This design comes from an exercise in tuning for small area and few clock cycles on the open sky130 flow, not from production work.
In this exercise RTL edits were held to simulation tests only and were not proved equivalent to the original.

==> inputs of run B <==
Design galvo_shape_point_generator, start of the top module:
module galvo_shape_point_generator #(
    parameter int POINTS_PER_SHAPE = gspg_pkg::GSPG_POINTS_DEFAULT
) (
    input  logic        i_clk,
    input  logic        i_rst_n,
    input  logic        s_axis_tvalid,
    output logic        s_axis_tready,
    input  logic [7:0]  s_axis_tdata,   
    output logic        m_axis_tvalid,
    input  logic        m_axis_tready,
    output logic [47:0] m_axis_tdata,   
    input  logic        psel,
    input  logic        penable,
    input  logic        pwrite,
    input  logic [2:0]  paddr,
    input  logic [31:0] pwdata,
    output logic [31:0] prdata,
    output logic        pready
);
    logic        cfg_wr;
    logic [6:0]  amp_pct;
    logic [14:0] amp;
    logic [16:0] amp3;
    logic        amp_full, busy;
    logic        accept;
    logic [1:0]  shape_code, n_shape;
    logic [7:0]  point_number, n_idx;
    logic [15:0] side_v;
    logic [15:0] x_code, y_code;
    assign pready = 1'b1;
    assign cfg_wr = psel && penable && pwrite && !paddr[2];
    assign prdata = paddr[2] ? 32'd0 : {25'd0, amp_pct};
    gspg_amp u_amp (
        .i_clk     (i_clk),
        .i_rst_n   (i_rst_n),
        .i_wr      (cfg_wr),
        .i_wdata   (pwdata[6:0]),
        .o_pct     (amp_pct),
        .o_amp     (amp),
        .o_amp3    (amp3),
        .o_full    (amp_full),
        .o_busy    (busy),
        .i_accept  (accept),
        .i_n_shape (n_shape),
        .i_n_idx   (n_idx),
        .o_v       (side_v)
    );
    gspg_front u_front (
        .i_clk     (i_clk),
        .i_rst_n   (i_rst_n),
        .i_busy    (busy),
        .i_valid   (s_axis_tvalid),
        .o_ready   (s_axis_tready),
        .i_keys    (s_axis_tdata[2:0]),
        .i_ready   (m_axis_tready),
        .o_valid   (m_axis_tvalid),
        .o_accept  (accept),
        .o_shape   (shape_code),
        .o_idx     (point_number),
        .o_n_shape (n_shape),
        .o_n_idx   (n_idx)
    );
    gspg_back u_back (
        .i_clk   (i_clk),
        .i_amp   (amp),
        .i_amp3  (amp3),
  ...
==> module gspg_amp, before the edit <==
module gspg_amp (
    input  logic        i_clk,
    input  logic        i_rst_n,
    input  logic        i_wr,
    input  logic [6:0]  i_wdata,
    output logic [6:0]  o_pct,
    output logic [14:0] o_amp,
    output logic [16:0] o_amp3,
    output logic        o_full,
    output logic        o_busy,
    input  logic        i_accept,
    input  logic [1:0]  i_n_shape,
    input  logic [7:0]  i_n_idx,
    output logic [15:0] o_v
);
    logic [6:0]  r_pct;
    logic [14:0] r_amp;
    logic [16:0] r_amp3;
    logic        r_busy, r_phase;
    logic [5:0]  r_cnt;
    logic [15:0] r_v;
    logic [6:0]  p, q0;
    logic [7:0]  rem2;
    logic        ge;
    logic        sq, half;
    logic [14:0] ampp;
    logic [9:0]  step;
    logic [15:0] v_load, v_step;
    logic [16:0] amp3;
    logic [15:0] c3;
    logic [16:0] cv;
    always_comb begin
        p    = (i_wdata > 7'd100) ? 7'd100 : i_wdata;
        q0   = p - 7'd1;
        rem2 = {r_v[6:0], r_amp[14]};
        ge   = (rem2 >= 8'd100);
        sq   = !i_n_shape[1];
        half = i_n_shape[0] && !i_n_idx[6];
        ampp = half ? {1'b0, r_amp[14:1]} : r_amp;
        step = ampp[14:5];
        v_load = {1'b0, ampp};
    end
    always_ff @(posedge i_clk) begin
        if (!i_rst_n) begin
            r_pct  <= AMP_PCT_RESET;
            r_amp  <= 15'd32767;
            r_busy <= 1'b0;
        end else if (i_wr) begin
            r_pct   <= i_wdata;
            r_amp   <= (p == 7'd0) ? 15'd0 : {8'hff, ~q0};
            r_busy  <= 1'b1;
            r_phase <= 1'b0;
            r_cnt   <= 6'd0;
        end else if (r_busy && !r_phase) begin
            r_amp <= {r_amp[13:0], ge};
            r_cnt <= r_cnt + 6'd1;
            if (r_cnt == 6'd14) begin
                r_phase <= 1'b1;
                r_cnt   <= 6'd0;
                r_busy  <= sq;
            end
        end else if (r_busy) begin
            r_cnt <= r_cnt + 6'd1;
            if (!sq || r_cnt == i_n_idx[5:0]) begin
                r_busy <= 1'b0;
            end
        end
    end
    always_ff @(posedge i_clk) begin
        r_amp3 <= amp3;
        if (i_wr) begin
            r_v[6:0] <= (p == 7'd0) ? 7'd0 : q0;
        end else if (r_busy && !r_phase) begin
            r_v[6:0] <= ge ? 7'(rem2 - 8'd100) : rem2[6:0];
        end else if (r_busy) begin
            r_v <= (r_cnt == 6'd0) ? v_load : v_step;
        end else if (i_accept) begin
            r_v <= (i_n_idx[5:0] == 6'd0) ? v_load : v_step;
        end
    end
    assign amp3[0] = r_amp[0];
    assign c3[1]   = 1'b0;
    for (genvar i = 1; i < 15; i++) begin : g_amp3
        gspg_fa u_fa (.i_a(r_amp[i]), .i_b(r_amp[i-1]), .i_c(c3[i]), .o_s(amp3[i]), .o_c(c3[i+1]));
    end
    assign amp3[15] = r_amp[14] ^ c3[15];
    assign amp3[16] = r_amp[14] & c3[15];
    assign cv[0] = 1'b1;
    for (genvar i = 0; i < 16; i++) begin : g_vstep
        if (i < 10) begin : g_full
            gspg_fa u_fa (.i_a(r_v[i]), .i_b(~step[i]), .i_c(cv[i]), .o_s(v_step[i]), .o_c(cv[i+1]));
        end else begin : g_borrow
            assign v_step[i] = ~(r_v[i] ^ cv[i]);
            assign cv[i+1]   = r_v[i] | cv[i];
        end
    end
    assign o_pct  = r_pct;
    assign o_amp  = r_amp;
    assign o_amp3 = r_amp3;
    assign o_full = (r_pct >= 7'd100);
    assign o_busy = r_busy;
    assign o_v    = r_v;
endmodule
export LEC_CHECK = 0
export CAP_MARGIN = 20
export CORE_MARGIN = 2
export CORE_UTILIZATION = 40
export PLACE_DENSITY = 0.45
export SLEW_MARGIN = 20
export SYNTH_HIERARCHICAL = 1
create_clock -name core_clock -period 11.5 [get_ports {i_clk}]
standard.sh (not shown) runs the stock make flow with config.mk's settings and CLKGATE_MAP_FILE= SYNTH_SCRIPT=/design/flow/synth_recipe.tcl, a recipe that flattens the netlist after the stock synthesis.
==> flow/flow/run.sh <==
#!/bin/bash
# Layout: the standard flow (standard.sh), with the port buffers that global placement
# inserts made of the smallest buffer cell (sky130_fd_sc_hd__buf_1) instead of the default
# choice. The flow's output goes to standard.log; ORFS's own logs are under orfs/logs.
set -o pipefail
export BUFFER_PORTS_ARGS="-buffer_cell sky130_fd_sc_hd__buf_1"
bash standard.sh > standard.log 2>&1
==> inputs of run H, as changes to run B <==
--- a/flow/design.v
+++ b/flow/design.v
@@ -87,12 +87,13 @@
     input  logic [7:0]  i_n_idx,
     output logic [15:0] o_v
 );
     logic [6:0]  r_pct;
     logic [14:0] r_amp;
     logic [16:0] r_amp3;
+    logic [6:0]  r_rem;
     logic        r_busy, r_phase;
     logic [5:0]  r_cnt;
     logic [15:0] r_v;
     logic [6:0]  p, q0;
     logic [7:0]  rem2;
     logic        ge;
@@ -103,13 +104,13 @@
     logic [16:0] amp3;
     logic [15:0] c3;
     logic [16:0] cv;
     always_comb begin
         p    = (i_wdata > 7'd100) ? 7'd100 : i_wdata;
         q0   = p - 7'd1;
-        rem2 = {r_v[6:0], r_amp[14]};
+        rem2 = {r_rem, r_amp[14]};
         ge   = (rem2 >= 8'd100);
         sq   = !i_n_shape[1];
         half = i_n_shape[0] && !i_n_idx[6];
         ampp = half ? {1'b0, r_amp[14:1]} : r_amp;
         step = ampp[14:5];
         v_load = {1'b0, ampp};
@@ -118,17 +119,19 @@
         if (!i_rst_n) begin
             r_pct  <= AMP_PCT_RESET;
             r_amp  <= 15'd32767;
             r_busy <= 1'b0;
         end else if (i_wr) begin
             r_pct   <= i_wdata;
+            r_rem   <= (p == 7'd0) ? 7'd0 : q0;
             r_amp   <= (p == 7'd0) ? 15'd0 : {8'hff, ~q0};
             r_busy  <= 1'b1;
             r_phase <= 1'b0;
             r_cnt   <= 6'd0;
         end else if (r_busy && !r_phase) begin
+            r_rem <= ge ? 7'(rem2 - 8'd100) : rem2[6:0];
             r_amp <= {r_amp[13:0], ge};
             r_cnt <= r_cnt + 6'd1;
             if (r_cnt == 6'd14) begin
                 r_phase <= 1'b1;
                 r_cnt   <= 6'd0;
                 r_busy  <= sq;
@@ -139,17 +142,13 @@
                 r_busy <= 1'b0;
             end
         end
     end
     always_ff @(posedge i_clk) begin
         r_amp3 <= amp3;
-        if (i_wr) begin
-            r_v[6:0] <= (p == 7'd0) ? 7'd0 : q0;
-        end else if (r_busy && !r_phase) begin
-            r_v[6:0] <= ge ? 7'(rem2 - 8'd100) : rem2[6:0];
-        end else if (r_busy) begin
+        if (r_busy && r_phase) begin
             r_v <= (r_cnt == 6'd0) ? v_load : v_step;
         end else if (i_accept) begin
             r_v <= (i_n_idx[5:0] == 6'd0) ? v_load : v_step;
         end
     end
     assign amp3[0] = r_amp[0];
==> flow/flow/run.sh (replaced) <==
#!/bin/bash
# Layout: the standard flow (standard.sh), with two changes made through ORFS settings:
# the port buffers that global placement inserts use the smallest buffer cell, and after
# global routing non-critical gates are downsized (ORFS's power recovery pass, all paths).
set -o pipefail
export BUFFER_PORTS_ARGS="-buffer_cell sky130_fd_sc_hd__buf_1"
export RECOVER_POWER=100
bash standard.sh > standard.log 2>&1
--- a/flow/config.mk
+++ b/flow/config.mk
@@ -5,9 +5,12 @@
 export SDC_FILE = /design/flow/constraint.sdc
 export NUM_CORES = 4
 export LEC_CHECK = 0
 export CAP_MARGIN = 20
 export CORE_MARGIN = 2
 export CORE_UTILIZATION = 40
+export CTS_BUF_LIST = sky130_fd_sc_hd__clkbuf_8
+export CTS_CLUSTER_DIAMETER = 150
+export CTS_CLUSTER_SIZE = 50
 export PLACE_DENSITY = 0.45
 export SLEW_MARGIN = 20
 export SYNTH_HIERARCHICAL = 1
==> inputs of run P, as changes to run B <==
--- a/flow/design.v
+++ b/flow/design.v
@@ -86,13 +86,13 @@
     input  logic [1:0]  i_n_shape,
     input  logic [7:0]  i_n_idx,
     output logic [15:0] o_v
 );
     logic [6:0]  r_pct;
     logic [14:0] r_amp;
-    logic [16:0] r_amp3;
+    logic [16:1] r_amp3;
     logic        r_busy, r_phase;
     logic [5:0]  r_cnt;
     logic [15:0] r_v;
     logic [6:0]  p, q0;
     logic [7:0]  rem2;
     logic        ge;
@@ -138,13 +138,13 @@
             if (!sq || r_cnt == i_n_idx[5:0]) begin
                 r_busy <= 1'b0;
             end
         end
     end
     always_ff @(posedge i_clk) begin
-        r_amp3 <= amp3;
+        r_amp3 <= amp3[16:1];
         if (i_wr) begin
             r_v[6:0] <= (p == 7'd0) ? 7'd0 : q0;
         end else if (r_busy && !r_phase) begin
             r_v[6:0] <= ge ? 7'(rem2 - 8'd100) : rem2[6:0];
         end else if (r_busy) begin
             r_v <= (r_cnt == 6'd0) ? v_load : v_step;
@@ -167,13 +167,13 @@
             assign v_step[i] = ~(r_v[i] ^ cv[i]);
             assign cv[i+1]   = r_v[i] | cv[i];
         end
     end
     assign o_pct  = r_pct;
     assign o_amp  = r_amp;
-    assign o_amp3 = r_amp3;
+    assign o_amp3 = {r_amp3, r_amp[0]};   
     assign o_full = (r_pct >= 7'd100);
     assign o_busy = r_busy;
     assign o_v    = r_v;
 endmodule
 import gspg_pkg::*;
 module gspg_back (
@@ -319,13 +319,13 @@
     logic n520, n521, n522, n523, n524, n525, n526, n527, n528, n529;
     logic n530, n531, n532, n533, n534, n535, n536, n537, n538, n539;
     logic n540, n541, n542, n543, n544;
     assign n1 = i_m[0] & ~i_m[1];
     assign n2 = ~i_m[0] & i_m[1];
     assign n3 = i_m[0] & i_m[1];
-    gspg_pp2n u_n4 (.i_s1(n1), .i_a(i_amp[0]), .i_s2(n3), .i_b(i_amp3[0]), .o_p_n(n4));
+    assign n4 = ~(i_m[0] & i_amp[0]);
     gspg_pp3n u_n5 (.i_s1(n1), .i_a(i_amp[1]), .i_s2(n2), .i_b(i_amp[0]), .i_s3(n3), .i_c(i_amp3[1]), .o_p_n(n5));
     gspg_pp3n u_n6 (.i_s1(n1), .i_a(i_amp[2]), .i_s2(n2), .i_b(i_amp[1]), .i_s3(n3), .i_c(i_amp3[2]), .o_p_n(n6));
     gspg_pp3n u_n7 (.i_s1(n1), .i_a(i_amp[3]), .i_s2(n2), .i_b(i_amp[2]), .i_s3(n3), .i_c(i_amp3[3]), .o_p_n(n7));
     gspg_pp3n u_n8 (.i_s1(n1), .i_a(i_amp[4]), .i_s2(n2), .i_b(i_amp[3]), .i_s3(n3), .i_c(i_amp3[4]), .o_p_n(n8));
     gspg_pp3n u_n9 (.i_s1(n1), .i_a(i_amp[5]), .i_s2(n2), .i_b(i_amp[4]), .i_s3(n3), .i_c(i_amp3[5]), .o_p_n(n9));
     gspg_pp3n u_n10 (.i_s1(n1), .i_a(i_amp[6]), .i_s2(n2), .i_b(i_amp[5]), .i_s3(n3), .i_c(i_amp3[6]), .o_p_n(n10));
@@ -339,13 +339,13 @@
     gspg_pp3n u_n18 (.i_s1(n1), .i_a(i_amp[14]), .i_s2(n2), .i_b(i_amp[13]), .i_s3(n3), .i_c(i_amp3[14]), .o_p_n(n18));
     gspg_pp2n u_n19 (.i_s1(n2), .i_a(i_amp[14]), .i_s2(n3), .i_b(i_amp3[15]), .o_p_n(n19));
     assign n20 = ~(n3 & i_amp3[16]);
     assign n21 = i_m[2] & ~i_m[3];
     assign n22 = ~i_m[2] & i_m[3];
     assign n23 = i_m[2] & i_m[3];
-    gspg_pp2n u_n24 (.i_s1(n21), .i_a(i_amp[0]), .i_s2(n23), .i_b(i_amp3[0]), .o_p_n(n24));
+    assign n24 = ~(i_m[2] & i_amp[0]);
     gspg_pp3n u_n25 (.i_s1(n21), .i_a(i_amp[1]), .i_s2(n22), .i_b(i_amp[0]), .i_s3(n23), .i_c(i_amp3[1]), .o_p_n(n25));
     gspg_pp3n u_n26 (.i_s1(n21), .i_a(i_amp[2]), .i_s2(n22), .i_b(i_amp[1]), .i_s3(n23), .i_c(i_amp3[2]), .o_p_n(n26));
     gspg_pp3n u_n27 (.i_s1(n21), .i_a(i_amp[3]), .i_s2(n22), .i_b(i_amp[2]), .i_s3(n23), .i_c(i_amp3[3]), .o_p_n(n27));
     gspg_pp3n u_n28 (.i_s1(n21), .i_a(i_amp[4]), .i_s2(n22), .i_b(i_amp[3]), .i_s3(n23), .i_c(i_amp3[4]), .o_p_n(n28));
     gspg_pp3n u_n29 (.i_s1(n21), .i_a(i_amp[5]), .i_s2(n22), .i_b(i_amp[4]), .i_s3(n23), .i_c(i_amp3[5]), .o_p_n(n29));
     gspg_pp3n u_n30 (.i_s1(n21), .i_a(i_amp[6]), .i_s2(n22), .i_b(i_amp[5]), .i_s3(n23), .i_c(i_amp3[6]), .o_p_n(n30));
@@ -359,13 +359,13 @@
     gspg_pp3n u_n38 (.i_s1(n21), .i_a(i_amp[14]), .i_s2(n22), .i_b(i_amp[13]), .i_s3(n23), .i_c(i_amp3[14]), .o_p_n(n38));
     gspg_pp2n u_n39 (.i_s1(n22), .i_a(i_amp[14]), .i_s2(n23), .i_b(i_amp3[15]), .o_p_n(n39));
     assign n40 = ~(n23 & i_amp3[16]);
     assign n41 = i_m[4] & ~i_m[5];
     assign n42 = ~i_m[4] & i_m[5];
     assign n43 = i_m[4] & i_m[5];
-    gspg_pp2n u_n44 (.i_s1(n41), .i_a(i_amp[0]), .i_s2(n43), .i_b(i_amp3[0]), .o_p_n(n44));
+    assign n44 = ~(i_m[4] & i_amp[0]);
     gspg_pp3n u_n45 (.i_s1(n41), .i_a(i_amp[1]), .i_s2(n42), .i_b(i_amp[0]), .i_s3(n43), .i_c(i_amp3[1]), .o_p_n(n45));
     gspg_pp3n u_n46 (.i_s1(n41), .i_a(i_amp[2]), .i_s2(n42), .i_b(i_amp[1]), .i_s3(n43), .i_c(i_amp3[2]), .o_p_n(n46));
     gspg_pp3n u_n47 (.i_s1(n41), .i_a(i_amp[3]), .i_s2(n42), .i_b(i_amp[2]), .i_s3(n43), .i_c(i_amp3[3]), .o_p_n(n47));
     gspg_pp3n u_n48 (.i_s1(n41), .i_a(i_amp[4]), .i_s2(n42), .i_b(i_amp[3]), .i_s3(n43), .i_c(i_amp3[4]), .o_p_n(n48));
     gspg_pp3n u_n49 (.i_s1(n41), .i_a(i_amp[5]), .i_s2(n42), .i_b(i_amp[4]), .i_s3(n43), .i_c(i_amp3[5]), .o_p_n(n49));
     gspg_pp3n u_n50 (.i_s1(n41), .i_a(i_amp[6]), .i_s2(n42), .i_b(i_amp[5]), .i_s3(n43), .i_c(i_amp3[6]), .o_p_n(n50));
@@ -379,13 +379,13 @@
     gspg_pp3n u_n58 (.i_s1(n41), .i_a(i_amp[14]), .i_s2(n42), .i_b(i_amp[13]), .i_s3(n43), .i_c(i_amp3[14]), .o_p_n(n58));
     gspg_pp2n u_n59 (.i_s1(n42), .i_a(i_amp[14]), .i_s2(n43), .i_b(i_amp3[15]), .o_p_n(n59));
     assign n60 = ~(n43 & i_amp3[16]);
     assign n61 = i_m[6] & ~i_m[7];
     assign n62 = ~i_m[6] & i_m[7];
     assign n63 = i_m[6] & i_m[7];
-    gspg_pp2n u_n64 (.i_s1(n61), .i_a(i_amp[0]), .i_s2(n63), .i_b(i_amp3[0]), .o_p_n(n64));
+    assign n64 = ~(i_m[6] & i_amp[0]);
     gspg_pp3n u_n65 (.i_s1(n61), .i_a(i_amp[1]), .i_s2(n62), .i_b(i_amp[0]), .i_s3(n63), .i_c(i_amp3[1]), .o_p_n(n65));
     gspg_pp3n u_n66 (.i_s1(n61), .i_a(i_amp[2]), .i_s2(n62), .i_b(i_amp[1]), .i_s3(n63), .i_c(i_amp3[2]), .o_p_n(n66));
     gspg_pp3n u_n67 (.i_s1(n61), .i_a(i_amp[3]), .i_s2(n62), .i_b(i_amp[2]), .i_s3(n63), .i_c(i_amp3[3]), .o_p_n(n67));
     gspg_pp3n u_n68 (.i_s1(n61), .i_a(i_amp[4]), .i_s2(n62), .i_b(i_amp[3]), .i_s3(n63), .i_c(i_amp3[4]), .o_p_n(n68));
     gspg_pp3n u_n69 (.i_s1(n61), .i_a(i_amp[5]), .i_s2(n62), .i_b(i_amp[4]), .i_s3(n63), .i_c(i_amp3[5]), .o_p_n(n69));
     gspg_pp3n u_n70 (.i_s1(n61), .i_a(i_amp[6]), .i_s2(n62), .i_b(i_amp[5]), .i_s3(n63), .i_c(i_amp3[6]), .o_p_n(n70));
@@ -399,13 +399,13 @@
     gspg_pp3n u_n78 (.i_s1(n61), .i_a(i_amp[14]), .i_s2(n62), .i_b(i_amp[13]), .i_s3(n63), .i_c(i_amp3[14]), .o_p_n(n78));
     gspg_pp2n u_n79 (.i_s1(n62), .i_a(i_amp[14]), .i_s2(n63), .i_b(i_amp3[15]), .o_p_n(n79));
     assign n80 = ~(n63 & i_amp3[16]);
     assign n81 = i_m[8] & ~i_m[9];
     assign n82 = ~i_m[8] & i_m[9];
     assign n83 = i_m[8] & i_m[9];
-    gspg_pp2n u_n84 (.i_s1(n81), .i_a(i_amp[0]), .i_s2(n83), .i_b(i_amp3[0]), .o_p_n(n84));
+    assign n84 = ~(i_m[8] & i_amp[0]);
     gspg_pp3n u_n85 (.i_s1(n81), .i_a(i_amp[1]), .i_s2(n82), .i_b(i_amp[0]), .i_s3(n83), .i_c(i_amp3[1]), .o_p_n(n85));
     gspg_pp3n u_n86 (.i_s1(n81), .i_a(i_amp[2]), .i_s2(n82), .i_b(i_amp[1]), .i_s3(n83), .i_c(i_amp3[2]), .o_p_n(n86));
     gspg_pp3n u_n87 (.i_s1(n81), .i_a(i_amp[3]), .i_s2(n82), .i_b(i_amp[2]), .i_s3(n83), .i_c(i_amp3[3]), .o_p_n(n87));
     gspg_pp3n u_n88 (.i_s1(n81), .i_a(i_amp[4]), .i_s2(n82), .i_b(i_amp[3]), .i_s3(n83), .i_c(i_amp3[4]), .o_p_n(n88));
     gspg_pp3n u_n89 (.i_s1(n81), .i_a(i_amp[5]), .i_s2(n82), .i_b(i_amp[4]), .i_s3(n83), .i_c(i_amp3[5]), .o_p_n(n89));
     gspg_pp3n u_n90 (.i_s1(n81), .i_a(i_amp[6]), .i_s2(n82), .i_b(i_amp[5]), .i_s3(n83), .i_c(i_amp3[6]), .o_p_n(n90));
@@ -419,13 +419,13 @@
     gspg_pp3n u_n98 (.i_s1(n81), .i_a(i_amp[14]), .i_s2(n82), .i_b(i_amp[13]), .i_s3(n83), .i_c(i_amp3[14]), .o_p_n(n98));
     gspg_pp2n u_n99 (.i_s1(n82), .i_a(i_amp[14]), .i_s2(n83), .i_b(i_amp3[15]), .o_p_n(n99));
     assign n100 = ~(n83 & i_amp3[16]);
     assign n101 = i_m[10] & ~i_m[11];
     assign n102 = ~i_m[10] & i_m[11];
     assign n103 = i_m[10] & i_m[11];
-    gspg_pp2n u_n104 (.i_s1(n101), .i_a(i_amp[0]), .i_s2(n103), .i_b(i_amp3[0]), .o_p_n(n104));
+    assign n104 = ~(i_m[10] & i_amp[0]);
     gspg_pp3n u_n105 (.i_s1(n101), .i_a(i_amp[1]), .i_s2(n102), .i_b(i_amp[0]), .i_s3(n103), .i_c(i_amp3[1]), .o_p_n(n105));
     gspg_pp3n u_n106 (.i_s1(n101), .i_a(i_amp[2]), .i_s2(n102), .i_b(i_amp[1]), .i_s3(n103), .i_c(i_amp3[2]), .o_p_n(n106));
     gspg_pp3n u_n107 (.i_s1(n101), .i_a(i_amp[3]), .i_s2(n102), .i_b(i_amp[2]), .i_s3(n103), .i_c(i_amp3[3]), .o_p_n(n107));
     gspg_pp3n u_n108 (.i_s1(n101), .i_a(i_amp[4]), .i_s2(n102), .i_b(i_amp[3]), .i_s3(n103), .i_c(i_amp3[4]), .o_p_n(n108));
     gspg_pp3n u_n109 (.i_s1(n101), .i_a(i_amp[5]), .i_s2(n102), .i_b(i_amp[4]), .i_s3(n103), .i_c(i_amp3[5]), .o_p_n(n109));
     gspg_pp3n u_n110 (.i_s1(n101), .i_a(i_amp[6]), .i_s2(n102), .i_b(i_amp[5]), .i_s3(n103), .i_c(i_amp3[6]), .o_p_n(n110));
@@ -439,13 +439,13 @@
     gspg_pp3n u_n118 (.i_s1(n101), .i_a(i_amp[14]), .i_s2(n102), .i_b(i_amp[13]), .i_s3(n103), .i_c(i_amp3[14]), .o_p_n(n118));
     gspg_pp2n u_n119 (.i_s1(n102), .i_a(i_amp[14]), .i_s2(n103), .i_b(i_amp3[15]), .o_p_n(n119));
     assign n120 = ~(n103 & i_amp3[16]);
     assign n121 = i_m[12] & ~i_m[13];
     assign n122 = ~i_m[12] & i_m[13];
     assign n123 = i_m[12] & i_m[13];
-    gspg_pp2n u_n124 (.i_s1(n121), .i_a(i_amp[0]), .i_s2(n123), .i_b(i_amp3[0]), .o_p_n(n124));
+    assign n124 = ~(i_m[12] & i_amp[0]);
     gspg_pp3n u_n125 (.i_s1(n121), .i_a(i_amp[1]), .i_s2(n122), .i_b(i_amp[0]), .i_s3(n123), .i_c(i_amp3[1]), .o_p_n(n125));
     gspg_pp3n u_n126 (.i_s1(n121), .i_a(i_amp[2]), .i_s2(n122), .i_b(i_amp[1]), .i_s3(n123), .i_c(i_amp3[2]), .o_p_n(n126));
     gspg_pp3n u_n127 (.i_s1(n121), .i_a(i_amp[3]), .i_s2(n122), .i_b(i_amp[2]), .i_s3(n123), .i_c(i_amp3[3]), .o_p_n(n127));
     gspg_pp3n u_n128 (.i_s1(n121), .i_a(i_amp[4]), .i_s2(n122), .i_b(i_amp[3]), .i_s3(n123), .i_c(i_amp3[4]), .o_p_n(n128));
     gspg_pp3n u_n129 (.i_s1(n121), .i_a(i_amp[5]), .i_s2(n122), .i_b(i_amp[4]), .i_s3(n123), .i_c(i_amp3[5]), .o_p_n(n129));
     gspg_pp3n u_n130 (.i_s1(n121), .i_a(i_amp[6]), .i_s2(n122), .i_b(i_amp[5]), .i_s3(n123), .i_c(i_amp3[6]), .o_p_n(n130));
==> flow/config.mk (replaced) <==
export PLATFORM = sky130hd
export DESIGN_NAME = galvo_shape_point_generator
export DESIGN_NICKNAME = galvo_shape_point_generator
export VERILOG_FILES = /design/flow/design.v
export SDC_FILE = /design/flow/constraint.sdc
export NUM_CORES = 4
export LEC_CHECK = 0
export CAP_MARGIN = 20
export CORE_MARGIN = 2
export CORE_UTILIZATION = 55
export PLACE_DENSITY = 0.8
export SLEW_MARGIN = 20
export SYNTH_HIERARCHICAL = 1
==> results.cfg <==
[outcome]
status = complete, no violations

[synthesis]
ys_async_sr_fraction_pct = 0
synth-compound-area-share_pct = 30.5

[cells_and_area]
multi_input_area_share_pct = 79.1
seqAreaFraction_pct = 10.5

[global_route]
grt_max_degree = 95

[clock_network]
cts.clk_slew.worst_paths_ns = 0.08

[setup_path]
worst-path-stages = 27

[die]
num_rows = 85
Source of the figures above: run B

==> results.cfg <==
[setup_path]
worst-path-stages = 27

[synthesis]
synth-compound-area-share_pct = 30.2

[outcome]
so_faults = capacitance limit, slew limit
status = failed layout checks

[cells_and_area]
seqAreaFraction_pct = 11.3

[flow_run]
maxCapViolations = 5

[timing]
drv_slew = 122
Source of the figures above: run H

==> results.cfg <==
[outcome]
status = complete, no violations

[die]
num_rows = 72

[global_route]
grtUsageMet3_pct = 8.73

[cells_and_area]
seqAreaFraction_pct = 10.5
clkbuf_count = 11
multi_input_area_share_pct = 79.7

[synthesis]
netlist_area_um2 = 21500

[clock_network]
cts.clk_slew.worst_paths_ns = 0.10

[setup_path]
worst-path-stages = 30
Source of the figures above: run P

Testbench counts of run B, summed over its fixed seeds: cycles 24,078.
Testbench counts of run H, summed over its fixed seeds: cycles 24,078.
Testbench counts of run P, summed over its fixed seeds: cycles 24,078.

-- separate check: timing with driven ports --
The flow's constraints put no driver on any port. The routed layouts listed below were extracted and timed again, unchanged, in two steps.
Step 1 assumes that a clkbuf_16 drives the clock port and a buf_2 every other input.
Step 2 moves the port delays by t, midway between the first and last clock arrival at a register: inputs arrive t later, outputs are due t later. That takes back most of the time a late clock gives input paths.
Three values: ideal ports, drivers, drivers and shift; two values: the first two.
run	t, ns	slack for setup (ns)	worst setup path at the end	slew at the worst register clock pin (ns)
run B	0.449	0.499 / 0.436 / 0.884	register to output	0.09 / 0.09
run H	0.502	0.527 / 0.473 / 0.121	input to register	0.08 / 0.08
run P	0.435	0.459 / 0.406 / 0.842	register to output	0.10 / 0.10
The setup slack of run H, which loses most, moves by -0.054 ns with the drivers and by -0.406 ns with both steps.
